Background: an optimization exercise with open tools, aiming at small area. Do not read the settings as production practice. RTL that was checked went through simulation tests only; none was proved equivalent to the original. Function not checked in run 1: the RTL went through the layout flow alone.

==> flow/flow/run.sh <==
#!/bin/bash
# Own layout flow: the standard synthesis, then the combinational
# logic of its netlist re-mapped by ABC for area (registers, tie cells and
# all names of registers kept as synthesized), then the standard layout
# from floorplan on, with the port buffers made of the smallest buffer and
# a clock tree of clkbuf_8 without dummy loads.
# Each tool's output goes to a log file of its own in this folder.
set -euo pipefail
here=$(pwd)
res=$here/orfs/results/${FLOW_PLATFORM}/grid_maze_dfs_path_finder/base
lib=$FLOW_HOME/platforms/${FLOW_PLATFORM}/lib/sky130_fd_sc_hd__tt_025C_1v80.lib

# 1. standard synthesis
bash standard.sh synth > synth.log 2>&1
cp "$res/1_2_yosys.v" 1_2_yosys.standard.v

# 2. re-map the combinational logic
dont_use=""
for c in $(tr -s ' \n' ' ' < flow/dont_use.txt); do dont_use="$dont_use -dont_use $c"; done
keep=$(grep -oE "sky130_fd_sc_hd__(df|edf|sdf|dl|conb)[a-z0-9_]*" 1_2_yosys.standard.v | sort -u | tr '\n' ' ')
printf 'set_driving_cell sky130_fd_sc_hd__buf_1\nset_load 5\n' > remap.constr
cat > remap.ys <<EOS
read_liberty -ignore_miss_func $lib
read_verilog 1_2_yosys.standard.v
hierarchy -top $FLOW_TOP
setattr -mod -set keep_hierarchy 1 $keep
flatten
opt_clean
abc -script $here/flow/remap.abc -liberty $lib $dont_use -constr $here/remap.constr -D 7000
opt_clean -purge
tee -o remap_stat.log stat -liberty $lib
select -module $FLOW_TOP
write_verilog -noattr -nohex -nodec -selected remapped.v
EOS
yosys -s remap.ys > remap.log 2>&1
cp remapped.v "$res/1_2_yosys.v"
rm -f "$res/1_synth.odb" "$res/1_synth.sdc"

# 3. standard layout from here
# clock tree of one buffer size, without dummy loads
cts_args="-sink_clustering_enable -repair_clock_nets -dont_use_dummy_load -buf_list sky130_fd_sc_hd__clkbuf_8"
bash standard.sh BUFFER_PORTS_ARGS="-buffer_cell sky130_fd_sc_hd__buf_1" CTS_ARGS="$cts_args" finish > layout.log 2>&1
==> flow/flow/dont_use.txt <==
sky130_fd_sc_hd__lpflow_bleeder_1
sky130_fd_sc_hd__lpflow_clkbufkapwr_1
sky130_fd_sc_hd__lpflow_clkbufkapwr_16
sky130_fd_sc_hd__lpflow_clkbufkapwr_2
sky130_fd_sc_hd__lpflow_clkbufkapwr_4
sky130_fd_sc_hd__lpflow_clkbufkapwr_8
sky130_fd_sc_hd__lpflow_clkinvkapwr_1
sky130_fd_sc_hd__lpflow_clkinvkapwr_16
sky130_fd_sc_hd__lpflow_clkinvkapwr_2
sky130_fd_sc_hd__lpflow_clkinvkapwr_4
sky130_fd_sc_hd__lpflow_clkinvkapwr_8
sky130_fd_sc_hd__lpflow_decapkapwr_12
sky130_fd_sc_hd__lpflow_decapkapwr_3
sky130_fd_sc_hd__lpflow_decapkapwr_4
sky130_fd_sc_hd__lpflow_decapkapwr_6
sky130_fd_sc_hd__lpflow_decapkapwr_8
sky130_fd_sc_hd__lpflow_inputiso0n_1
sky130_fd_sc_hd__lpflow_inputiso0p_1
sky130_fd_sc_hd__lpflow_inputiso1n_1
sky130_fd_sc_hd__lpflow_inputiso1p_1
sky130_fd_sc_hd__lpflow_inputisolatch_1
sky130_fd_sc_hd__lpflow_isobufsrc_1
sky130_fd_sc_hd__lpflow_isobufsrc_16
sky130_fd_sc_hd__lpflow_isobufsrc_2
sky130_fd_sc_hd__lpflow_isobufsrc_4
sky130_fd_sc_hd__lpflow_isobufsrc_8
sky130_fd_sc_hd__lpflow_isobufsrckapwr_16
sky130_fd_sc_hd__lpflow_lsbuf_lh_hl_isowell_tap_1
sky130_fd_sc_hd__lpflow_lsbuf_lh_hl_isowell_tap_2
sky130_fd_sc_hd__lpflow_lsbuf_lh_hl_isowell_tap_4
sky130_fd_sc_hd__lpflow_lsbuf_lh_isowell_4
sky130_fd_sc_hd__lpflow_lsbuf_lh_isowell_tap_1
sky130_fd_sc_hd__lpflow_lsbuf_lh_isowell_tap_2
sky130_fd_sc_hd__lpflow_lsbuf_lh_isowell_tap_4
sky130_fd_sc_hd__probe_p_8
sky130_fd_sc_hd__probec_p_8
==> flow/flow/remap.abc <==
&get -n
&st
&dch
&nf -R 1000
&st
&dch
&nf -R 1000
&put
==> flow/standard.sh <==
#!/bin/bash
# synth_recipe.tcl (not shown) runs the flow's synth.tcl, then flattens the netlist and writes it again
# the make line also repeats each setting of config.mk as NAME=value (left out here)
make -C /OpenROAD-flow-scripts/flow DESIGN_CONFIG=/design/flow/config.mk WORK_HOME=/design/flow/orfs CLKGATE_MAP_FILE= SYNTH_SCRIPT=/design/flow/synth_recipe.tcl "${@:-finish}"
==> flow/config.mk <==
export PLATFORM = sky130hd
export DESIGN_NAME = grid_maze_dfs_path_finder
export DESIGN_NICKNAME = grid_maze_dfs_path_finder
export VERILOG_FILES = /design/flow/design.v
export SDC_FILE = /design/flow/constraint.sdc
export NUM_CORES = 4
export LEC_CHECK = 0
export ABC_AREA = 1
export CAP_MARGIN = 20
export CORE_MARGIN = 2
export CORE_UTILIZATION = 70
export CTS_BUF_LIST = sky130_fd_sc_hd__clkbuf_8
export SLEW_MARGIN = 20
export SYNTH_HIERARCHICAL = 1
export SYNTH_MINIMUM_KEEP_SIZE = 0
==> flow/constraint.sdc <==
create_clock -name core_clock -period 7.0 [get_ports {clk}]
set_input_delay 1.4000 -clock core_clock [delete_from_list [all_inputs] [get_ports {clk}]]
set_output_delay 1.4000 -clock core_clock [all_outputs]
set_load 0.01 [all_outputs]
==> flow/design.v <==
`timescale 1ns / 1ps
package gmdfs_pkg;
	localparam logic [1:0] DIR_UP    = 2'd0;
	localparam logic [1:0] DIR_LEFT  = 2'd1;
	localparam logic [1:0] DIR_DOWN  = 2'd2;
	localparam logic [1:0] DIR_RIGHT = 2'd3;
endpackage
`timescale 1ns / 1ps
module gmdfs_neigh (
	input  logic [5:0] cur,
	input  logic [1:0] dir,
	output logic [5:0] idx,
	output logic       inb
);
	logic [2:0] row;
	logic [2:0] col;
	assign row = cur[5:3];
	assign col = cur[2:0];
	always_comb begin
		case (dir)
			gmdfs_pkg::DIR_UP: begin
				idx = {row - 3'd1, col};
				inb = row != 3'd0;
			end
			gmdfs_pkg::DIR_LEFT: begin
				idx = {row, col - 3'd1};
				inb = col != 3'd0;
			end
			gmdfs_pkg::DIR_DOWN: begin
				idx = {row + 3'd1, col};
				inb = row != 3'd7;
			end
			default: begin
				idx = {row, col + 3'd1};
				inb = col != 3'd7;
			end
		endcase
	end
endmodule
`timescale 1ns / 1ps
module grid_maze_dfs_path_finder (
	input  logic       clk,
	input  logic       arst_n,
	input  logic       item_valid,
	output logic       item_stall,
	input  logic       cmd,
	input  logic [2:0] cell_row,
	input  logic [2:0] cell_col,
	input  logic       blocked,
	output logic       result_valid,
	input  logic       result_stall,
	output logic       found,
	output logic [2:0] path_row,
	output logic [2:0] path_col,
	output logic       last
);
	localparam logic [2:0] ST_IDLE = 3'd0;
	localparam logic [2:0] ST_EXP  = 3'd1;
	localparam logic [2:0] ST_SCAN = 3'd2;
	localparam logic [2:0] ST_MISS = 3'd3;
	localparam logic [2:0] ST_BACK = 3'd4;
	localparam logic [2:0] ST_EMIT = 3'd5;
	logic [2:0] state_q;
	logic [5:0] cur_q;       
	logic [1:0] cpd_q;       
	logic [1:0] dir_q;       
	logic       have_q;      
	logic [63:0] vis_q;
	logic [63:0] a_q;
	logic [63:0] b_q;
	logic idle;
	logic to_pred;
	assign idle    = state_q == ST_IDLE;
	assign to_pred = state_q[2];
	logic [5:0] nb_idx;
	logic       nb_inb;
	gmdfs_neigh u_nb (
		.cur (cur_q),
		.dir (to_pred ? cpd_q : dir_q),
		.idx (nb_idx),
		.inb (nb_inb)
	);
	logic [5:0]  addr;
	logic [63:0] sel;
	logic        rd_vis;
	logic [1:0]  rd_dir;
	assign addr = idle ? {cell_row, cell_col} : nb_idx;
	gmdfs_dec u_dec (.addr(addr), .all(clr), .sel(sel));
	gmdfs_rd u_rd (.sel(sel), .vis(vis_q), .a(a_q), .b(b_q), .rd_vis(rd_vis), .rd_dir(rd_dir));
	logic free;
	logic child;
	assign free  = nb_inb && !rd_vis && !rd_dir[1];
	assign child = nb_inb && rd_vis && (rd_dir == {~dir_q[1], dir_q[0]});
	logic item_acc;
	logic result_acc;
	logic run_go;
	logic load_go;
	logic push;
	assign item_acc   = item_valid && !item_stall;
	assign result_acc = result_valid && !result_stall;
	assign run_go     = item_acc && cmd;
	assign load_go    = item_acc && !cmd;
	assign push       = (state_q == ST_EXP) && free;
	logic at_start;
	assign at_start = cur_q == 6'd0;
	assign item_stall   = !idle;
	assign result_valid = (state_q == ST_EMIT) || (state_q == ST_MISS);
	assign found        = state_q == ST_EMIT;
	assign path_row     = cur_q[5:3];
	assign path_col     = cur_q[2:0];
	assign last         = at_start;
	always_ff @(posedge clk or negedge arst_n) begin
		if (!arst_n) begin
			state_q <= ST_IDLE;
		end else begin
			case (state_q)
				ST_IDLE: if (run_go) state_q <= ST_EXP;
				ST_EXP: begin
					if (dir_q == gmdfs_pkg::DIR_RIGHT) state_q <= (have_q || free) ? ST_SCAN : ST_BACK;
				end
				ST_SCAN: begin
					if (child) state_q <= (nb_idx == 6'd63) ? ST_EMIT : ST_EXP;
					else if (dir_q == gmdfs_pkg::DIR_RIGHT) state_q <= ST_BACK;
				end
				ST_BACK: begin
					if (at_start) state_q <= ST_MISS;
					else if (cpd_q != gmdfs_pkg::DIR_LEFT) state_q <= ST_SCAN;
				end
				ST_EMIT: if (result_acc && at_start) state_q <= ST_IDLE;
				ST_MISS: if (result_acc) state_q <= ST_IDLE;
				default: state_q <= ST_IDLE;
			endcase
		end
	end
	always_ff @(posedge clk) begin
		case (state_q)
			ST_IDLE: begin
				cur_q   <= 6'd0;
				dir_q   <= gmdfs_pkg::DIR_UP;
				have_q  <= 1'b0;
			end
			ST_EXP: begin
				dir_q <= dir_q + 2'd1;
				if (free) have_q <= 1'b1;
				if (dir_q == gmdfs_pkg::DIR_RIGHT) have_q <= 1'b0;
			end
			ST_SCAN: begin
				dir_q <= dir_q + 2'd1;
				if (child) begin
					cur_q <= nb_idx;
					cpd_q <= {~dir_q[1], dir_q[0]};
					dir_q <= gmdfs_pkg::DIR_UP;
				end
			end
			ST_BACK: begin
				if (!at_start) begin
					cur_q <= nb_idx;
					cpd_q <= rd_dir;
				end
				dir_q <= {~cpd_q[1], cpd_q[0]} + 2'd1;
			end
			ST_EMIT: begin
				if (result_acc) begin
					cur_q <= nb_idx;
					cpd_q <= rd_dir;
				end
			end
			default: ;
		endcase
	end
	logic clr;
	logic wr_vis;
	logic wr_a;
	logic wr_b;
	assign clr    = idle && run_go;
	assign wr_vis = !idle && (rd_vis || push);
	assign wr_a   = idle ? (load_go ? blocked : rd_dir[1] && !rd_vis) : push ? ~dir_q[1] : rd_dir[1];
	assign wr_b   = push ? dir_q[0] : rd_dir[0];
	assign vis_q[0] = 1'b1;
	assign a_q[0]   = 1'b0;
	assign b_q[0]   = 1'b0;
	for (genvar i = 1; i < 64; i++) begin : g_cell
		logic vis_ff;
		logic a_ff;
		logic a_in;
		assign vis_q[i] = vis_ff;
		always_ff @(posedge clk) begin
			if (sel[i]) vis_ff <= wr_vis;
		end
		if (i == 1 || i == 8) begin : g_x
			assign a_in   = wr_a;
			assign a_q[i] = a_ff;
			assign b_q[i] = i == 1;
		end else if (i == 9 || i == 55 || i == 62 || i == 63) begin : g_x
			assign a_in   = wr_vis ? wr_b : wr_a;
			assign a_q[i] = a_ff && !vis_ff;
			assign b_q[i] = a_ff;
		end else begin : g_a
			assign a_in   = wr_a;
			assign a_q[i] = a_ff;
			if (i == 7) begin : g_b
				assign b_q[i] = !a_ff;
			end else if (i == 56) begin : g_b
				assign b_q[i] = a_ff;
			end else begin : g_b
				logic b_ff;
				assign b_q[i] = b_ff;
				always_ff @(posedge clk) begin
					if (sel[i]) b_ff <= wr_b;
				end
			end
		end
		if (i == 1 || i == 8) begin : g_w
			always_ff @(posedge clk or negedge arst_n) begin
				if (!arst_n) a_ff <= 1'b0;
				else if (sel[i] && !clr) a_ff <= a_in;
			end
		end else begin : g_w
			always_ff @(posedge clk or negedge arst_n) begin
				if (!arst_n) a_ff <= 1'b0;
				else if (sel[i]) a_ff <= clr ? a_ff && !vis_ff : a_in;
			end
		end
	end
endmodule
module gmdfs_dec (
	input  logic [5:0]  addr,
	input  logic        all,
	output logic [63:0] sel
);
	logic [7:0] row_sel;
	logic [7:0] col_sel;
	for (genvar i = 0; i < 8; i++) begin : g_rc
		assign row_sel[i] = all || addr[5:3] == 3'(i);
		assign col_sel[i] = all || addr[2:0] == 3'(i);
	end
	for (genvar i = 0; i < 64; i++) begin : g_sel
		assign sel[i] = row_sel[i / 8] & col_sel[i % 8];
	end
endmodule
module gmdfs_rd (
	input  logic [63:0] sel,
	input  logic [63:0] vis,
	input  logic [63:0] a,
	input  logic [63:0] b,
	output logic        rd_vis,
	output logic [1:0]  rd_dir
);
	function automatic logic and_or(input logic [63:0] s, input logic [63:0] x);
		logic [65:0] t;
		logic [21:0] l1;
		logic [10:0] l2;
		logic [5:0]  l3;
		logic [2:0]  l4;
		logic [1:0]  l5;
		t = {2'b00, s & x};
		for (int k = 0; k < 22; k++) l1[k] = ~(t[3*k] | t[3*k+1] | t[3*k+2]);
		for (int k = 0; k < 11; k++) l2[k] = ~(l1[2*k] & l1[2*k+1]);
		for (int k = 0; k < 5; k++) l3[k] = ~(l2[2*k] | l2[2*k+1]);
		l3[5] = ~l2[10];
		for (int k = 0; k < 3; k++) l4[k] = ~(l3[2*k] & l3[2*k+1]);
		l5[0] = ~(l4[0] | l4[1]);
		l5[1] = ~l4[2];
		and_or = ~(l5[0] & l5[1]);
	endfunction
	assign rd_vis = and_or(sel, vis);
	assign rd_dir = {and_or(sel, a), and_or(sel, b)};
endmodule
==> impl_metrics.yaml, run 1 <==
run_status:
  outcome: "complete, no violations"
place:
  dpl_worst_slack_ns: 0.968
  portBuffers: 21
  dp_cells: 1040
  hpwlAfterDp_um: 17400
  gp_congestion: 1.08
synthesis:
  netlist_area_mm2: 0.00871
  yosysWarnings: 9
  syn_area_per_cell_um2: 10.4
  synthCells: 838
final_layout:
  final_cell_mix: "225 x nand2_1, 129 x edfxtp_1, 107 x a21oi_1, 87 x nor2_1, 66 x dfrtp_1"
  finish.utilization: 0.775
  num_antenna_cells: 0
  fillerInstances: 796
  areaGrowthSynthToFinish_pct: 7.40
  final_layout_size_suffix_gt1_frac: 0.0382
  final_cell_count_no_fill: 1057
  finalNetCount: 903
  final_common_cell: "nand2_1"
clocking:
  hold_buffers: 0
  post_cts_buffers: 0
  clockBufferDepth: 2
  cts_buffers: 17
  clockRootBuffer: "clkbuf_8"
  clk_latency_ns: 0.49
  cts_tree: "done"
  cts-resized-gates: 0
  cts_num_sinks: 195
  htreeDepth: 4
  cts.clk_slew.worst_paths_ns: 0.09
worst_setup_path:
  slowest_delay_ns: 0.79
  r2r_start: "state_q[2]"
  rrSetupSlack_ns: 0.73
  required_ns: 7.25
  reg2reg_depth: 15
  rr_endpoint: "g_cell[14].genblk1.g_a.genblk1.g_b.b_ff"
  crit_slowest_cell: "mux2i_1"
  crit_fanout: 33
  arrival_ns: 6.52
  crit_chain: "mux2i_1 -> o21ai_0 -> xor2_1 -> o21ai_0 -> nor2_1 -> nand2_1 -> nand2_1 -> a22o_1 -> a221oi_1 -> nand4_1 -> nor4_1 -> nand2_1 -> nor4_1 -> mux2_1 -> buf_4"
  end_kind: "register"
  worst_setup_path_start_kind: "register"
  path_class: "reg2reg"
  path_common_cell: "nand2_1"
route:
  post_drt_via_cell_ratio: 7.00
  vias: 7402
  drt_wl_total_um: 25300
  drt_first_iter_violations: 1413
  dr.pass1.iters: 6
  routedWlPerCell_um: 24.0
  drt.antenna.violating_nets: 0
  drc_errors: 0
timing:
  rsz0062_at_grt: "no"
  slew_headroom: 0.233
  drv_slew: 0
  setup_ws_ns: 0.728
  post-route-period-util: 0.896
  hold_viol_final: 0
  setup_viol: 0
  fin_worst_skew_ns: 0.0204
  fmax_ghz: 0.159
  worst_slew_pin_slew_ns: 1.15
  setup_tns_ns: 0
  layout_min_cycle_time_ns: 6.27
die:
  fp-row-count: 40
  ioPinCount: 22
  die_w_um: 116
  dieHeight_um: 116
  core_mm2: 0.0121
  die-area_mm2: 0.0133
  start_util: 0.722
grt:
  grt_pass1_wl_um: 38800
  grt_overflow: 0
  antenna_found_initial: 0
  grt_max_degree: 67
  track_usage: 0.402
  grt_pass1_vias: 6895
worst_hold_path:
  hold_end: "g_cell[54].a_ff"
  hold_path_depth: 2
  hold_class: "reg2reg"
  min-delay-start: "g_cell[54].a_ff"
flow_run:
  cap_viol_max_count: 0
[layout make-up]
class	instances	area, um^2	area share
Clock buffer	17	234	0.0250
Inverter	6	22.5	0.00241
Multi-Input combinational cell	639	3200	0.342
Tap cell	168	210	0.0225
Sequential cell	195	5530	0.591
Timing Repair Buffer	32	163	0.0174
[layer usage]
| layer | GRT usage | routed length (um) |
|---|---|---|
| met5 | 0 | 0 |
| met2 | 0.572 | 10900 |
| met4 | 0.218 | 1580 |
| met3 | 0.136 | 3520 |
| met1 | 0.553 | 9300 |
[how the worst max path moves through the flow]
stage                     cells past startpoint  slack, ns  startpoint                                 endpoint
after detailed placement                     15       0.97  state_q[2]  g_cell[54].genblk1.g_a.genblk1.g_b.b_ff
after global placement                       17       1.36  state_q[2]                          g_cell[55].a_ff
after floorplan                              12       0.51  state_q[0]                          g_cell[28].a_ff
final                                        15       0.73  state_q[2]  g_cell[14].genblk1.g_a.genblk1.g_b.b_ff
after CTS                                    15       0.94  state_q[2]  g_cell[25].genblk1.g_a.genblk1.g_b.b_ff
after global routing                         17       0.34  state_q[2]                          g_cell[62].a_ff
[critical path, delay by kind of cell, from the launching register on]
family,cells,cell delay [ns]
buffers and inverters,1,0.48
AOI/OAI and AO/OA,4,1.13
and+or+nand+nor,7,2.05
muxes,2,1.51
xor gates and xnor gates,1,0.25
DFF,1,0.59
[stage by stage]
step / instance area, um^2 / hold slack, ns
final: 9350 / 0.516
after detailed placement: 9110 / 0.496
after global routing: 9350 / 0.548
after global placement: 9110 / 0.484
after CTS: 9350 / 0.515
after floorplan: 8730 / 0.468
[sequential cells by signal, indices dropped and copies added (netlist names)]
name / flops
g_cell.vis_ff: 63
state_q: 3
have_q: 1
cpd_q: 2
cur_q: 6
g_cell.genblk1.g_a.genblk1.g_b.b_ff: 55
g_cell.a_ff: 63
dir_q: 2
==> run 2, diff against run 1 <==
--- a/flow/design.v
+++ b/flow/design.v
@@ -191,7 +191,7 @@
 			assign a_in   = wr_a;
 			assign a_q[i] = a_ff;
 			assign b_q[i] = i == 1;
-		end else if (i == 9 || i == 55 || i == 62 || i == 63) begin : g_x
+		end else if (i == 9 || i == 63) begin : g_x
 			assign a_in   = wr_vis ? wr_b : wr_a;
 			assign a_q[i] = a_ff && !vis_ff;
 			assign b_q[i] = a_ff;
--- a/flow/config.mk
+++ b/flow/config.mk
@@ -11,5 +11,3 @@
 export CORE_UTILIZATION = 70
 export CTS_BUF_LIST = sky130_fd_sc_hd__clkbuf_8
 export SLEW_MARGIN = 20
-export SYNTH_HIERARCHICAL = 1
-export SYNTH_MINIMUM_KEEP_SIZE = 0
==> run 2 against run 1 <==
Net effect: clock skew grew 0.022 ns; fmax fell by 6.3%; largest cell class unchanged; register-to-register slack got worse by 0.43 ns; critical path depth up 10; count of clock-buffer cells in the layout unchanged; worst setup slack got worse by 0.43 ns; highest routed layer unchanged; cell count decreased by 11%; global-route usage shrank 1.6 points; non-clock buffer count rose by 15; flip-flop and latch count up 2; routed wire length is 4.5% lower.
==> impl_metrics.yaml, run 2 <==
grt:
  antenna_found_initial: 0
  grt_pass1_wl_um: 37500
  grt_overflow: 0
  grt_max_degree: 67
  track_usage: 0.386
  grt_pass1_vias: 6525
route:
  post_drt_via_cell_ratio: 7.38
  vias: 6954
  drt_wl_total_um: 24200
  drc_errors: 0
  drt.antenna.violating_nets: 0
  dr.pass1.iters: 6
  drt_first_iter_violations: 1213
  routedWlPerCell_um: 25.7
final_layout:
  fillerInstances: 751
  final_cell_mix: "131 x edfxtp_1, 96 x nor2_1, 92 x nand2_1, 71 x o21ai_0, 66 x dfrtp_1"
  largestRegisters: "g_cell.a_ff: 63 flops, g_cell.vis_ff: 63 flops, g_cell.genblk1.g_a.genblk1.g_b.b_ff: 57 flops"
  finalNetCount: 809
  num_antenna_cells: 0
  final_layout_size_suffix_gt1_frac: 0.0654
  final_common_cell: "edfxtp_1"
  areaGrowthSynthToFinish_pct: 8.74
  final_area_mm2: 0.00934
timing:
  drv_slew: 0
  hold_viol_final: 0
  fin_worst_skew_ns: 0.0421
  setup_ws_ns: 0.303
  setup_viol: 0
  fmax_ghz: 0.149
  layout_min_cycle_time_ns: 6.70
  post-route-period-util: 0.957
  worst_slew_pin_slew_ns: 0.940
  slew_headroom: 0.373
die:
  start_util: 0.715
  fp-row-count: 40
  die-area_mm2: 0.0132
  dieHeight_um: 115
  die_w_um: 115
  ioPinCount: 22
  core_mm2: 0.0120
worst_setup_path:
  worst_setup_path_start_kind: "register"
  arrival_ns: 6.81
  cp-startpoint: "dir_q[1]"
  path_class: "reg2reg"
  end_kind: "register"
  r2r_start: "dir_q[1]"
  required_ns: 7.11
  crit_fanout: 17
  rrSetupSlack_ns: 0.30
clocking:
  cts_buffers: 17
  cts_tree: "done"
  clockRootBuffer: "clkbuf_8"
  clockBufferDepth: 2
  cts.clk_slew.worst_paths_ns: 0.08
  htreeDepth: 4
  clk_latency_ns: 0.48
  hold_buffers: 0
  cts_num_sinks: 197
run_status:
  outcome: "complete, no violations"
place:
  dpl_worst_slack_ns: 0.325
  hpwlAfterDp_um: 16300
  dpl_cell_area_mm2: 0.00908
  portBuffers: 21
  gp_congestion: 0.989
synthesis:
  synthCells: 731
  syn_area_per_cell_um2: 11.7
  yosysWarnings: 3
  netlist_area_mm2: 0.00859
worst_hold_path:
  min-delay-start: "g_cell[6].a_ff"
  hold_class: "reg2reg"
flow_run:
  cap_viol_max_count: 0
run 2: stage by stage:
stage               hold WS [ns]  utilization  TNS, ns  cells
CTS                        0.483        0.776        0    942
detailed placement         0.466        0.756        0    925
floorplan                  0.448            -        0    731
finish                     0.484        0.777        0    942
global placement           0.460        0.756        0    925
global route               0.504        0.777  -0.0670    942
run 2: final timing paths:
path                                    to  depth (start not counted)
min in group asynchronous       state_q[2]                          2
max in group asynchronous  g_cell[24].a_ff                          2
setup reg to reg                  cur_q[4]                         25
setup / recovery                  cur_q[4]                         25
hold reg to reg             g_cell[6].a_ff                          2
hold / removal              g_cell[6].a_ff                          2
run 2: per-layer routing:
metal | track usage | part of all wire
met1 | 0.539 | 0.38
met2 | 0.581 | 0.45
met3 | 0.105 | 0.12
met4 | 0.172 | 0.043
met5 | 0 | 0
run 2: what timing repair did:
action                                  in CTS  in global routing
setup buffers                                0                  0
endpoints found under the setup margin       0                106
resized for setup                            0                  4
run 2: worst max-delay path, stage by stage, from the launching register on:
cell and delay, ns:
edfxtp_1 0.45, clkinv_1 0.17, o21ai_0 0.48, nor2_1 0.19, xor2_1 0.21, a21oi_1 0.09
o21a_1 0.12, a21oi_1 0.25, nor2_1 0.07, a21oi_1 0.40, nor2_1 0.13, a21oi_1 0.18
buf_4 0.30, nor2_1 0.16, a22oi_1 0.31, o211ai_1 0.26, a221oi_1 0.47, nand4_1 0.16
nor4_1 0.41, buf_4 0.22, xnor2_1 0.06, a21oi_1 0.14, nand4_1 0.16, nor2b_1 0.23
a221o_1 0.30, nor2_1 0.40
run 2: layout make-up:
type / instances / area, um^2 / share of cell area
multi-input cells: 528 / 3040 / 0.325
well taps: 147 / 184 / 0.0197
inverters: 6 / 22.5 / 0.00241
repair buffers: 47 / 275 / 0.0295
flip-flops and latches: 197 / 5590 / 0.598
clock buffers: 17 / 234 / 0.0251
==> run 3, diff against run 2 <==
--- a/flow/design.v
+++ b/flow/design.v
@@ -60,18 +60,18 @@
 	localparam logic [2:0] ST_MISS = 3'd3;
 	localparam logic [2:0] ST_BACK = 3'd4;
 	localparam logic [2:0] ST_EMIT = 3'd5;
+	localparam logic [2:0] ST_EXPH = 3'd6;
 	logic [2:0] state_q;
 	logic [5:0] cur_q;       
 	logic [1:0] cpd_q;       
 	logic [1:0] dir_q;       
-	logic       have_q;      
 	logic [63:0] vis_q;
 	logic [63:0] a_q;
 	logic [63:0] b_q;
 	logic idle;
 	logic to_pred;
 	assign idle    = state_q == ST_IDLE;
-	assign to_pred = state_q[2];
+	assign to_pred = state_q[2] && !state_q[1];
 	logic [5:0] nb_idx;
 	logic       nb_inb;
 	gmdfs_neigh u_nb (
@@ -100,7 +100,7 @@
 	assign result_acc = result_valid && !result_stall;
 	assign run_go     = item_acc && cmd;
 	assign load_go    = item_acc && !cmd;
-	assign push       = (state_q == ST_EXP) && free;
+	assign push       = (state_q == ST_EXP || state_q == ST_EXPH) && free;
 	logic at_start;
 	assign at_start = cur_q == 6'd0;
 	assign item_stall   = !idle;
@@ -116,8 +116,10 @@
 			case (state_q)
 				ST_IDLE: if (run_go) state_q <= ST_EXP;
 				ST_EXP: begin
-					if (dir_q == gmdfs_pkg::DIR_RIGHT) state_q <= (have_q || free) ? ST_SCAN : ST_BACK;
-				end
+					if (dir_q == gmdfs_pkg::DIR_RIGHT) state_q <= free ? ST_SCAN : ST_BACK;
+					else if (free) state_q <= ST_EXPH;
+				end
+				ST_EXPH: if (dir_q == gmdfs_pkg::DIR_RIGHT) state_q <= ST_SCAN;
 				ST_SCAN: begin
 					if (child) state_q <= (nb_idx == 6'd63) ? ST_EMIT : ST_EXP;
 					else if (dir_q == gmdfs_pkg::DIR_RIGHT) state_q <= ST_BACK;
@@ -137,12 +139,9 @@
 			ST_IDLE: begin
 				cur_q   <= 6'd0;
 				dir_q   <= gmdfs_pkg::DIR_UP;
-				have_q  <= 1'b0;
-			end
-			ST_EXP: begin
+			end
+			ST_EXP, ST_EXPH: begin
 				dir_q <= dir_q + 2'd1;
-				if (free) have_q <= 1'b1;
-				if (dir_q == gmdfs_pkg::DIR_RIGHT) have_q <= 1'b0;
 			end
 			ST_SCAN: begin
 				dir_q <= dir_q + 2'd1;
@@ -191,7 +190,7 @@
 			assign a_in   = wr_a;
 			assign a_q[i] = a_ff;
 			assign b_q[i] = i == 1;
-		end else if (i == 9 || i == 63) begin : g_x
+		end else if (i == 9 || i == 55 || i == 62 || i == 63) begin : g_x
 			assign a_in   = wr_vis ? wr_b : wr_a;
 			assign a_q[i] = a_ff && !vis_ff;
 			assign b_q[i] = a_ff;
==> run 3 against run 2 <==
Net effect: still clean; cell count is 0.74% lower; non-clock buffer count is 8 higher; utilization is 0.061 points lower; largest cell class unchanged.
==> impl_metrics.yaml, run 3 <==
run_status:
  outcome: "complete, no violations"
synthesis:
  synthCells: 716
  yosysWarnings: 3
  syn_area_per_cell_um2: 11.8
  netlist_area_mm2: 0.00844
grt:
  grt_pass1_wl_um: 36700
  grtUsageMet2: 0.583
  busiest_layer: "met2"
  antenna_found_initial: 0
  grt_max_degree: 67
  grt_pass1_vias: 6369
  track_usage: 0.388
  grt_overflow: 0
  grtUsageMet1: 0.555
  grt_use_met3: 0.106
timing:
  post-route-period-util: 0.913
  drv_slew: 0
  setup_viol: 0
  slew_headroom: 0.378
  layout_min_cycle_time_ns: 6.39
  fin_worst_skew_ns: 0.0360
  hold_viol_final: 0
  rsz0062_at_grt: "no"
  setup_tns_ns: 0
  fmax_ghz: 0.156
  worst_slew_pin_slew_ns: 0.932
clocking:
  cts_tree: "done"
  clk_latency_ns: 0.49
  cts_num_sinks: 194
  clockBufferDepth: 2
  cts_buffers: 17
  cts.clk_slew.worst_paths_ns: 0.08
  htreeDepth: 4
  clockRootBuffer: "clkbuf_8"
worst_setup_path:
  end_kind: "register"
  crit_chain: "nand2b_1 -> o21ai_1 -> nor2_1 -> o21ai_0 -> xor2_1 -> o21ai_0 -> a31oi_2 -> buf_4 -> nor2_1 -> a22oi_1 -> nand4_1 -> nor4_1 -> nand3_1 -> xnor2_1 -> nand4_1 -> nand3_1 -> a21boi_0 -> o31a_1"
  crit_buf_inv: 1
  critical_path.top_delay_family: "compound AO/OA/AOI/OAI gates"
  required_ns: 7.13
  arrival_ns: 6.53
  cp-startpoint: "state_q[1]"
  worst_setup_path_start_kind: "register"
  crit_fanout: 13
  crit_slowest_cell: "nor4_1"
  slowest_delay_ns: 0.72
  r2r_start: "state_q[1]"
  path_class: "reg2reg"
final_layout:
  finalNetCount: 802
  final_cell_mix: "128 x edfxtp_1, 95 x nor2_1, 86 x nand2_1, 71 x o21ai_0, 68 x a22oi_1"
  final_cell_count_no_fill: 935
  areaGrowthSynthToFinish_pct: 9.64
  final_layout_size_suffix_gt1_frac: 0.0749
  num_antenna_cells: 0
  final_area_mm2: 0.00925
  largestRegisters: "g_cell.a_ff: 63 flops, g_cell.vis_ff: 63 flops, g_cell.genblk1.g_a.genblk1.g_b.b_ff: 55 flops"
  final_common_cell: "edfxtp_1"
route:
  routedWlPerCell_um: 25.7
  post_drt_via_cell_ratio: 7.33
  dr.pass1.iters: 8
  drt.antenna.violating_nets: 0
  drc_errors: 0
  vias: 6852
  drt_first_iter_violations: 1276
  drt_wl_total_um: 24100
place:
  dpl_cell_area_mm2: 0.00902
  dp_cells: 918
  portBuffers: 21
  gp_congestion: 0.955
  hpwlAfterDp_um: 16100
flow_run:
  cap_viol_max_count: 0
worst_hold_path:
  min-delay-start: "g_cell[42].a_ff"
  hold_class: "reg2reg"
die:
  core_mm2: 0.0119
  die_w_um: 114
  dieHeight_um: 114
  die-area_mm2: 0.0129
  start_util: 0.708
  fp-row-count: 40
  ioPinCount: 22
-- run 3: timing repair --
item / CTS / global route
setup endpoints to repair: 0 / 41
gates resized for setup: 0 / 1
setup buffers: 0 / 0
hold buffers: 0 / 0
-- run 3: area by class of cell --
| class | instances | area, um^2 |
|---|---|---|
| Multi-Input combinational cell | 518 | 2980 |
| Fill cell | 786 | 2660 |
| Tap cell | 147 | 184 |
| Inverter | 4 | 15.0 |
| Clock buffer | 17 | 234 |
| Timing Repair Buffer | 55 | 348 |
| Sequential cell | 194 | 5500 |
-- run 3: per-layer routing --
layer / vias up / share of wire
met5: - / 0
met3: 71 / 0.13
met4: 0 / 0.036
met1: 3260 / 0.38
met2: 543 / 0.46
li1: 2978 / -
-- run 3: final timing paths --
kind,end,slack [ns],cells after the start
min in group asynchronous,g_cell[43].a_ff,1.12,2
worst min register to register,g_cell[42].a_ff,0.48,2
max in group asynchronous,g_cell[4].a_ff,5.24,2
worst max-delay path,cur_q[2],0.61,18
worst max register to register,cur_q[2],0.61,18
worst min-delay path,g_cell[42].a_ff,0.48,2
-- run 3: per-stage QoR --
step	util	hold WS, ns	setup WS [ns]
CTS	0.777	0.484	0.510
detailed placement	0.757	0.467	0.582
finish	0.777	0.484	0.606
floorplan	-	0.447	0.324
global placement	0.757	0.459	0.772
global route	0.777	0.505	0.239
-- run 3: tightest hold or removal path, delay by kind of cell, from the launching register on --
kind / cells / cell delay [ns]
flip-flops: 1 / 0.35
AND/OR/NAND/NOR: 1 / 0.05
AO/OA/AOI/OAI: 1 / 0.05
==> run 4, diff against run 3 <==
--- a/flow/config.mk
+++ b/flow/config.mk
@@ -11,3 +11,5 @@
 export CORE_UTILIZATION = 70
 export CTS_BUF_LIST = sky130_fd_sc_hd__clkbuf_8
 export SLEW_MARGIN = 20
+export SYNTH_HIERARCHICAL = 1
+export SYNTH_MINIMUM_KEEP_SIZE = 0
==> run 4 against run 3 <==
Net effect: still clean; register-to-register slack lost 0.17 ns; cell count grew 5.8%; clock skew shrank 0.0057 ns; first-iteration DRC count grew 6.2%; global-route usage grew 2.4 points.
==> impl_metrics.yaml, run 4 <==
clocking:
  htreeDepth: 4
  hold_buffers: 0
  clockBufferDepth: 2
  post_cts_buffers: 0
  cts_tree: "done"
  cts_num_sinks: 194
  clockRootBuffer: "clkbuf_8"
  cts_buffers: 17
  clk_latency_ns: 0.46
  cts-resized-gates: 0
  cts.clk_slew.worst_paths_ns: 0.10
die:
  dieHeight_um: 115
  ioPinCount: 22
  start_util: 0.716
  die_w_um: 115
  fp-row-count: 40
  die-area_mm2: 0.0132
  core_mm2: 0.0120
final_layout:
  fillerInstances: 781
  largestRegisters: "g_cell.a_ff: 63 flops, g_cell.vis_ff: 63 flops, g_cell.genblk1.g_a.genblk1.g_b.b_ff: 55 flops"
  finish.utilization: 0.783
  final_area_mm2: 0.00940
  final_cell_mix: "128 x edfxtp_1, 115 x nand2_1, 115 x a21oi_1, 79 x o21ai_0, 66 x dfrtp_1"
  finalNetCount: 856
  final_common_cell: "edfxtp_1"
  areaGrowthSynthToFinish_pct: 9.36
  final_layout_size_suffix_gt1_frac: 0.0701
  num_antenna_cells: 0
  final_cell_count_no_fill: 989
synthesis:
  netlist_area_mm2: 0.00860
  syn_area_per_cell_um2: 11.2
  synthCells: 769
  yosysWarnings: 9
timing:
  fin_worst_skew_ns: 0.0304
  setup_tns_ns: 0
  post-route-period-util: 0.938
  slew_headroom: 0.276
  rsz0062_at_grt: "no"
  whs_ns: 0.538
  setup_viol: 0
  worst_slew_pin_slew_ns: 1.07
  layout_min_cycle_time_ns: 6.56
  drv_slew: 0
  hold_viol_final: 0
  fmax_ghz: 0.152
worst_setup_path:
  end_kind: "register"
  crit_fanout: 19
  required_ns: 7.38
  worst_setup_path_start_kind: "register"
  arrival_ns: 6.94
  path_class: "reg2reg"
route:
  post_drt_via_cell_ratio: 7.51
  drc_errors: 0
  vias: 7425
  drt.antenna.violating_nets: 0
  routedWlPerCell_um: 25.9
  drt_first_iter_violations: 1355
  dr.pass1.iters: 7
  drt_wl_total_um: 25600
place:
  gp_congestion: 1.04
  dp_cells: 972
  dpl_cell_area_mm2: 0.00916
  hpwlAfterDp_um: 17600
  portBuffers: 21
grt:
  track_usage: 0.412
  antenna_found_initial: 1
  grt_pass1_vias: 6899
  grt_max_degree: 68
  grt_pass1_wl_um: 39800
  grt_overflow: 0
run_status:
  outcome: "complete, no violations"
flow_run:
  cap_viol_max_count: 0
worst_hold_path:
  hold_class: "reg2reg"
-- run 4: cell count changes in the layout (fill, tap and decap cells not counted), moves of 7 or more --
cell / before / now
a21oi_1: 27 / 115
nor2_1: 95 / 21
nor3_1: 4 / 54
o21ai_0: 71 / 79
o31ai_1: 56 / 2
a222oi_1: 7 / 0
nand4_1: 21 / 34
a22oi_1: 68 / 53
nand2_1: 86 / 115
-- run 4: final timing paths --
kind | from | endpoint | slack (ns) | cells after the start
max | state_q[2] | g_cell[9].a_ff | 0.44 | 20
min reg2reg | g_cell[8].a_ff | g_cell[8].a_ff | 0.54 | 2
max reg2reg | state_q[2] | g_cell[9].a_ff | 0.44 | 20
max in group asynchronous | arst_n | g_cell[33].a_ff | 5.19 | 2
min in group asynchronous | arst_n | state_q[0] | 1.16 | 2
min | g_cell[8].a_ff | g_cell[8].a_ff | 0.54 | 2
-- run 4: layout make-up --
cell class	instances	area [um^2]	share of cell area
Multi-Input combinational cell	567	3100	0.330
Tap cell	147	184	0.0196
Inverter	10	37.5	0.00399
Timing Repair Buffer	54	353	0.0375
Sequential cell	194	5500	0.584
Clock buffer	17	234	0.0249
-- run 4: stage by stage --
stage	setup slack, ns
2_1_floorplan	0.215
5_1_grt	0.0192
6_report	0.435
3_3_place_gp	0.610
4_1_cts	0.290
3_5_place_dp	0.356
-- run 4: routing by layer --
| metal | part of all wire | global-route usage | up-vias | routed length, um |
|---|---|---|---|---|
| met3 | 0.14 | 0.129 | 100 | 3550 |
| met5 | 0.00043 | 0 | - | 11 |
| met2 | 0.45 | 0.606 | 614 | 11500 |
| met4 | 0.045 | 0.156 | 2 | 1140 |
| li1 | - | - | 3164 | - |
| met1 | 0.37 | 0.587 | 3545 | 9490 |
-- run 4: worst max-delay path, cell delays in order (launching register included) --
cell,delay (ns)
dfrtp_1,0.49
nor2b_2,0.36
mux2i_2,0.49
nand2_1,0.10
a221oi_1,0.30
xnor2_1,0.17
o21ai_0,0.29
nor2_1,0.10
nand2_1,0.38
buf_4,0.28
o21ai_0,0.38
a22oi_1,0.37
nand4_1,0.13
nor4_1,0.60
nand2_1,0.26
or3_1,0.50
nor2_1,0.16
mux2_2,0.44
nand2_1,0.11
a21oi_1,0.36
o22a_1,0.21
==> run 5, diff against run 4 <==
--- a/flow/config.mk
+++ b/flow/config.mk
@@ -10,6 +10,5 @@
 export CORE_MARGIN = 2
 export CORE_UTILIZATION = 70
 export CTS_BUF_LIST = sky130_fd_sc_hd__clkbuf_8
+export GPL_ROUTABILITY_DRIVEN = 0
 export SLEW_MARGIN = 20
-export SYNTH_HIERARCHICAL = 1
-export SYNTH_MINIMUM_KEEP_SIZE = 0
==> run 5 against run 4 <==
Net effect: synthesized cell count down 6.9%; critical path depth down 2; routed wire length is 4.0% lower.
==> impl_metrics.yaml, run 5 <==
run_status:
  outcome: "complete, no violations"
worst_setup_path:
  path_class: "reg2reg"
  arrival_ns: 6.62
  rrSetupSlack_ns: 0.53
  end_kind: "register"
  required_ns: 7.15
  worst_setup_path_start_kind: "register"
  crit_fanout: 41
route:
  dr.pass1.iters: 7
  drt_wl_total_um: 24600
  drt.antenna.violating_nets: 0
  post_drt_via_cell_ratio: 7.46
  drc_errors: 0
  drt_first_iter_violations: 1226
  routedWlPerCell_um: 26.4
  vias: 6950
clocking:
  clockBufferDepth: 2
  cts_tree: "done"
  clockRootBuffer: "clkbuf_8"
  htreeDepth: 4
  cts_num_sinks: 194
  cts.clk_slew.worst_paths_ns: 0.08
  clk_latency_ns: 0.48
  cts_buffers: 17
die:
  fp-row-count: 40
  core_mm2: 0.0119
  die_w_um: 114
  die-area_mm2: 0.0129
  start_util: 0.708
  dieHeight_um: 114
  ioPinCount: 22
flow_run:
  cap_viol_max_count: 0
grt:
  grtUsageMet1: 0.559
  track_usage: 0.396
  grtUsageMet2: 0.579
  grt_pass1_wl_um: 37600
  grt_pass1_vias: 6553
  grt_overflow: 0
  grt_use_met3: 0.114
  busiest_layer: "met2"
  grt_max_degree: 67
  antenna_found_initial: 1
place:
  hpwlAfterDp_um: 16600
  dp_cells: 915
  portBuffers: 21
final_layout:
  largestRegisters: "g_cell.a_ff: 63 flops, g_cell.vis_ff: 63 flops, g_cell.genblk1.g_a.genblk1.g_b.b_ff: 55 flops"
  finalNetCount: 799
  final_common_cell: "edfxtp_1"
  num_antenna_cells: 0
  areaGrowthSynthToFinish_pct: 9.37
  final_cell_count_no_fill: 932
  final_cell_mix: "128 x edfxtp_1, 95 x nor2_1, 86 x nand2_1, 71 x o21ai_0, 68 x a22oi_1"
  final_layout_size_suffix_gt1_frac: 0.0713
synthesis:
  netlist_area_mm2: 0.00844
  yosysWarnings: 3
  synthCells: 716
  syn_area_per_cell_um2: 11.8
timing:
  fin_worst_skew_ns: 0.0381
  worst_slew_pin_slew_ns: 1.08
  hold_viol_final: 0
  post-route-period-util: 0.924
  slew_headroom: 0.276
  rsz0062_at_grt: "no"
  setup_tns_ns: 0
  layout_min_cycle_time_ns: 6.47
  fmax_ghz: 0.155
  drv_slew: 0
  setup_viol: 0
worst_hold_path:
  hold_class: "reg2reg"
-- run 5: cell types whose count changed in the layout (fill, tap and decap cells not counted), sizes merged, moves of 8 or more --
| cell | change |
|---|---|
| nand2 | -29 |
| a21oi | -87 |
| nor3 | -50 |
| nand4 | -13 |
| nor2 | +74 |
| o31ai | +54 |
| a22oi | +15 |
| a31oi | +8 |
-- run 5: stage by stage --
stage | setup WS [ns] | area, um^2 | hold slack (ns) | utilization
after floorplan | 0.324 | 8470 | 0.447 | -
after global placement | 0.772 | 8990 | 0.460 | 0.755
after detailed placement | 0.586 | 8990 | 0.470 | 0.755
after CTS | 0.523 | 9230 | 0.488 | 0.775
after global routing | 0.213 | 9230 | 0.513 | 0.775
final | 0.535 | 9230 | 0.490 | 0.775
-- run 5: final cells by class --
class / instances / area, um^2
multi-input combinational: 518 / 2980
tap: 147 / 184
fill: 779 / 2680
sequential: 194 / 5500
inverter: 4 / 15.0
clock buffer: 17 / 234
timing repair buffer: 52 / 325
-- run 5: final timing paths --
path	start	endpoint	cells past startpoint
max in group asynchronous	arst_n	state_q[1]	2
max	state_q[1]	g_cell[16].genblk1.g_a.genblk1.g_b.b_ff	18
min reg2reg	g_cell[57].a_ff	g_cell[57].a_ff	2
max reg2reg	state_q[1]	g_cell[16].genblk1.g_a.genblk1.g_b.b_ff	18
min	g_cell[57].a_ff	g_cell[57].a_ff	2
min in group asynchronous	arst_n	g_cell[43].a_ff	2
-- run 5: worst max-delay path: stages (launching register included) --
cell and delay (ns):
dfrtp_1 0.51, nand2b_1 0.29, o21ai_1 0.49, nor2_1 0.14, a21oi_1 0.14, nor2_1 0.07
xnor2_1 0.16, nor2_1 0.15, a21oi_1 0.11, a31oi_1 0.87, nor2_1 0.28, a222oi_1 0.57
nand4_1 0.16, nor4_1 0.28, nand3_1 0.26, nor3b_1 0.44, and2_0 0.25, mux2_1 0.59
buf_4 0.38
-- run 5: routing by layer --
metal,vias to the layer above,part of all wire
met5,-,0
met4,0,0.053
met3,111,0.14
met2,593,0.44
met1,3285,0.36
li1,2961,-
-- run 5: timing repair --
item / in CTS / in global routing
hold buffers: 0 / 0
buffers inserted: 0 / 0
endpoints found under the hold margin: 0 / 0
resized for setup: 0 / 1
setup endpoints to repair: 0 / 51

-- afterwards: timing with drivers on the ports --
In the flow no input, the clock included, has a driving cell. The finished layouts below were timed again as built, in two steps.
Step 1: set_driving_cell puts a clkbuf_16 on clk and a buf_2 on each other input, an assumption about the parent block.
Step 2 moves the port delays by t, midway between the first and last clock arrival at a register: inputs arrive t later, outputs are due t later. That takes back most of the time a late clock gives input paths.
a / b / c = ideal / step 1 / step 2; a / b = the first two.
| run | t, ns | setup WS [ns] | worst setup path at the end | clock arrival spread, ns | pins driven straight from the clock port |
|---|---|---|---|---|---|
| run 1 | 0.516 | 0.728 / 0.728 / 0.728 | register to register | 0.020 / 0.021 | 1 |
| run 2 | 0.492 | 0.303 / 0.303 / 0.303 | register to register | 0.042 / 0.042 | 1 |
| run 3 | 0.509 | 0.606 / 0.606 / 0.606 | register to register | 0.036 / 0.036 | 1 |
| run 4 | 0.491 | 0.435 / 0.435 / 0.435 | register to register | 0.030 / 0.030 | 1 |
| run 5 | 0.502 | 0.535 / 0.535 / 0.535 | register to register | 0.038 / 0.038 | 1 |
After both steps setup and hold are still met in every run listed.
